From an optimization exercise on the open Yosys and OpenROAD flow, aimed at small area, a short achievable clock period and few clock cycles; shortcuts taken in it are not production practice. At most, simulation tests tie the RTL to the original design; equivalence was not proved.

==> flow/design.v (excerpt) <==
module rational_arithmetic_unit
#(
	parameter int OPERAND_WIDTH = 32
) (
	input  logic                            clk,
	input  logic                            arst_n,
	input  logic                            in_valid,
	output logic                            in_stall,
	input  logic [2:0]                      operation,
	input  logic signed [OPERAND_WIDTH-1:0] a_num,
	input  logic signed [OPERAND_WIDTH-1:0] a_den,
	input  logic signed [OPERAND_WIDTH-1:0] b_num,
	input  logic signed [OPERAND_WIDTH-1:0] b_den,
	output logic                            out_valid,
	input  logic                            out_stall,
	output logic signed [OPERAND_WIDTH-1:0] res_num,
	output logic signed [OPERAND_WIDTH-1:0] res_den,
	output logic                            is_equal,
	output logic [1:0]                      status
);
Size: ~7400 cells after synthesis, ~310 flip-flops, about 200 I/O pins, roughly 56000 um2 of cells after synthesis.
export LEC_CHECK = 0
export CAP_MARGIN = 20
export CORE_MARGIN = 2
export CORE_UTILIZATION = 25
export CTS_BUF_LIST = sky130_fd_sc_hd__clkbuf_8
export PLACE_DENSITY = 0.45
export SLEW_MARGIN = 20
export TNS_END_PERCENT = 5
export SETUP_SLACK_MARGIN = 10.0
export BUFFER_PORTS_ARGS = -buffer_cell sky130_fd_sc_hd__buf_2
create_clock -name core_clock -period 15.0 [get_ports {clk}]
standard.sh (not shown) runs the stock make flow with config.mk's settings and CLKGATE_MAP_FILE= SYNTH_SCRIPT=/design/flow/synth_recipe.tcl, a recipe that flattens the netlist after the stock synthesis.
==> flow/flow/run.sh <==
#!/bin/bash
set -euo pipefail
cat flow/extra.mk >> config.mk
bash standard.sh > standard_flow.log 2>&1
==> flow/flow/extra.mk <==
export SETUP_SLACK_MARGIN = 10.0
export BUFFER_PORTS_ARGS = -buffer_cell sky130_fd_sc_hd__buf_2
Testbench counts at the start, summed over its fixed seeds: cycles 30,423.
==> next run, changes <==
==> flow/flow/extra.mk (replaced) <==
export SETUP_SLACK_MARGIN = 9.5
export BUFFER_PORTS_ARGS = -buffer_cell sky130_fd_sc_hd__buf_2
Settings changed: SETUP_SLACK_MARGIN 10.0 to 9.5.
Effect: The new run completed with no timing, DRC or antenna violations. Final cell count went down by 1.4%. Critical path depth is unchanged.
==> next run, changes <==
==> flow/flow/extra.mk (replaced) <==
export SETUP_SLACK_MARGIN = 9.0
export BUFFER_PORTS_ARGS = -buffer_cell sky130_fd_sc_hd__buf_4
Settings changed: BUFFER_PORTS_ARGS -buffer_cell sky130_fd_sc_hd__buf_2 to -buffer_cell sky130_fd_sc_hd__buf_4, CTS_BUF_LIST sky130_fd_sc_hd__clkbuf_8 to not set, SETUP_SLACK_MARGIN 9.5 to 9.0.
Effect: Clock-buffer cell count went down by 19. Setup slack degrades by 0.37 ns. First-iteration DRC count went down by 6.0%. Core utilization went down by 1.1 points. Final cell count went down by 1.6%. Wire length went down by 2.3%. Register-to-register slack degrades by 0.35 ns. Area after synthesis does not change. Die area stays the same.
==> next run, changes <==
==> flow/flow/extra.mk (replaced) <==
export SETUP_SLACK_MARGIN = 9.5
export BUFFER_PORTS_ARGS = -buffer_cell sky130_fd_sc_hd__buf_2
Settings changed: BUFFER_PORTS_ARGS -buffer_cell sky130_fd_sc_hd__buf_4 to -buffer_cell sky130_fd_sc_hd__buf_2, SETUP_SLACK_MARGIN 9.0 to 9.5.
What happened: The changed run finished with timing, DRC and antenna clean. Area after synthesis is unchanged. Global-route usage goes up by 0.44 points. Utilization increases by 1.3 points. Routed wire length rises by 2.6%. Critical path depth rises by 3. Sequential share of layout area drops by 0.66 points. Worst setup slack is better by 0.39 ns. Non-clock buffer count came out higher by 132.

* * *

Another version of the RTL of rational_arithmetic_unit (not shown whole).
Size in the first run: roughly 7,700 cells after synthesis, roughly 310 flip-flops, about 200 I/O pins, about 57,000 um^2 of cells after synthesis.
Settings: LEC_CHECK=0, CAP_MARGIN=20, CORE_MARGIN=2, CORE_UTILIZATION=25, PLACE_DENSITY=0.6, SLEW_MARGIN=20, TNS_END_PERCENT=5, SETUP_SLACK_MARGIN=9.5, BUFFER_PORTS_ARGS=-buffer_cell sky130_fd_sc_hd__buf_4; clock period 15.0 ns.
==> flow/flow/extra.mk <==
export SETUP_SLACK_MARGIN = 9.5
export BUFFER_PORTS_ARGS = -buffer_cell sky130_fd_sc_hd__buf_4
Scripts as last shown in full above: flow/flow/run.sh
Then changed:
==> flow/flow/extra.mk (replaced) <==
export SETUP_SLACK_MARGIN = 8.5
export BUFFER_PORTS_ARGS = -buffer_cell sky130_fd_sc_hd__buf_4
- PLACE_DENSITY: 0.6 -> 0.45
- SETUP_SLACK_MARGIN: 9.5 -> 8.5
After rerunning:
- fmax came out lower by 9.2%
- wire length came out higher by 4.7%
- cell area came out lower by 5.3%
- synthesized cell count stays the same
No run of this note included a check of the RTL's function; only the layout flow was run.

* * *

RTL: one of the versions met above, not the one the previous note started from.
For scale: roughly 7,400 cells after synthesis, roughly 310 flip-flops, ~200 I/O pins, about 56,000 sq um of cells after synthesis.
==> flow/design.v (excerpt) <==
module rational_arithmetic_unit
#(
	parameter int OPERAND_WIDTH = 32
) (
	input  logic                            clk,
	input  logic                            arst_n,
	input  logic                            in_valid,
	output logic                            in_stall,
	input  logic [2:0]                      operation,
	input  logic signed [OPERAND_WIDTH-1:0] a_num,
	input  logic signed [OPERAND_WIDTH-1:0] a_den,
	input  logic signed [OPERAND_WIDTH-1:0] b_num,
	input  logic signed [OPERAND_WIDTH-1:0] b_den,
	output logic                            out_valid,
	input  logic                            out_stall,
	output logic signed [OPERAND_WIDTH-1:0] res_num,
	output logic signed [OPERAND_WIDTH-1:0] res_den,
	output logic                            is_equal,
	output logic [1:0]                      status
);
clock: 15.0 ns
lec_check: 0
cap_margin: 20
core_margin: 2
core_utilization: 25
place_density: 0.45
slew_margin: 20
tns_end_percent: 5
setup_slack_margin: 9.5
buffer_ports_args: -buffer_cell sky130_fd_sc_hd__buf_4
==> flow/flow/extra.mk <==
export SETUP_SLACK_MARGIN = 9.5
export BUFFER_PORTS_ARGS = -buffer_cell sky130_fd_sc_hd__buf_4
Scripts as last shown in full above: flow/flow/run.sh
The baseline produced a clean layout.
Testbench counts at the start, summed over its fixed seeds: cycles 30,423.
Change:
- TNS_END_PERCENT: 5 -> 25
Effect: Die area is unchanged; core utilization rises by 0.56 points; via count falls by 0.56%; setup slack gains 0.089 ns.

[re-timing with driven ports]
The flow's constraints put no driver on any port. The routed layouts listed below were extracted and timed again, unchanged, in two steps.
Step 1, drivers: a clkbuf_16 drives clk and a buf_2 each remaining input, both assumed.
Step 2 adds t to the input delays and takes it off the output delays; t is the mean of the earliest and latest rising clock arrival at the registers after step 1. Input paths then give back, and output paths get back, about the clock's delay inside the block.
Slacks: ideal ports / drivers / drivers and shift; pairs: ideal ports / drivers.
run | t (ns) | setup slack, ns | hold slack, ns
the first run of note 1 | 0.899 | 9.429 / 9.460 / 8.595 | 0.617 / 0.617 / 0.617
the second run of note 1 | 0.878 | 9.282 / 9.282 / 8.537 | 0.588 / 0.588 / 0.588
the third run of note 1 | 0.726 | 8.907 / 8.927 / 8.239 | 0.586 / 0.586 / 0.586
the fourth run of note 1 | 0.726 | 9.301 / 9.301 / 8.814 | 0.591 / 0.591 / 0.591
the first run of note 2 | 0.720 | 9.094 / 9.142 / 8.422 | 0.561 / 0.561 / 0.561
the second run of note 2 | 0.756 | 8.499 / 8.547 / 7.794 | 0.576 / 0.576 / 0.576
the first run of note 3 | 0.735 | 9.334 / 9.355 / 8.650 | 0.579 / 0.579 / 0.579
the second run of note 3 | 0.754 | 9.423 / 9.435 / 8.681 | 0.630 / 0.630 / 0.630
After both steps every run listed still meets setup and hold. For the first run of note 1, which loses most, drivers alone change the setup slack by +0.031 ns; drivers and shift together by -0.834 ns.
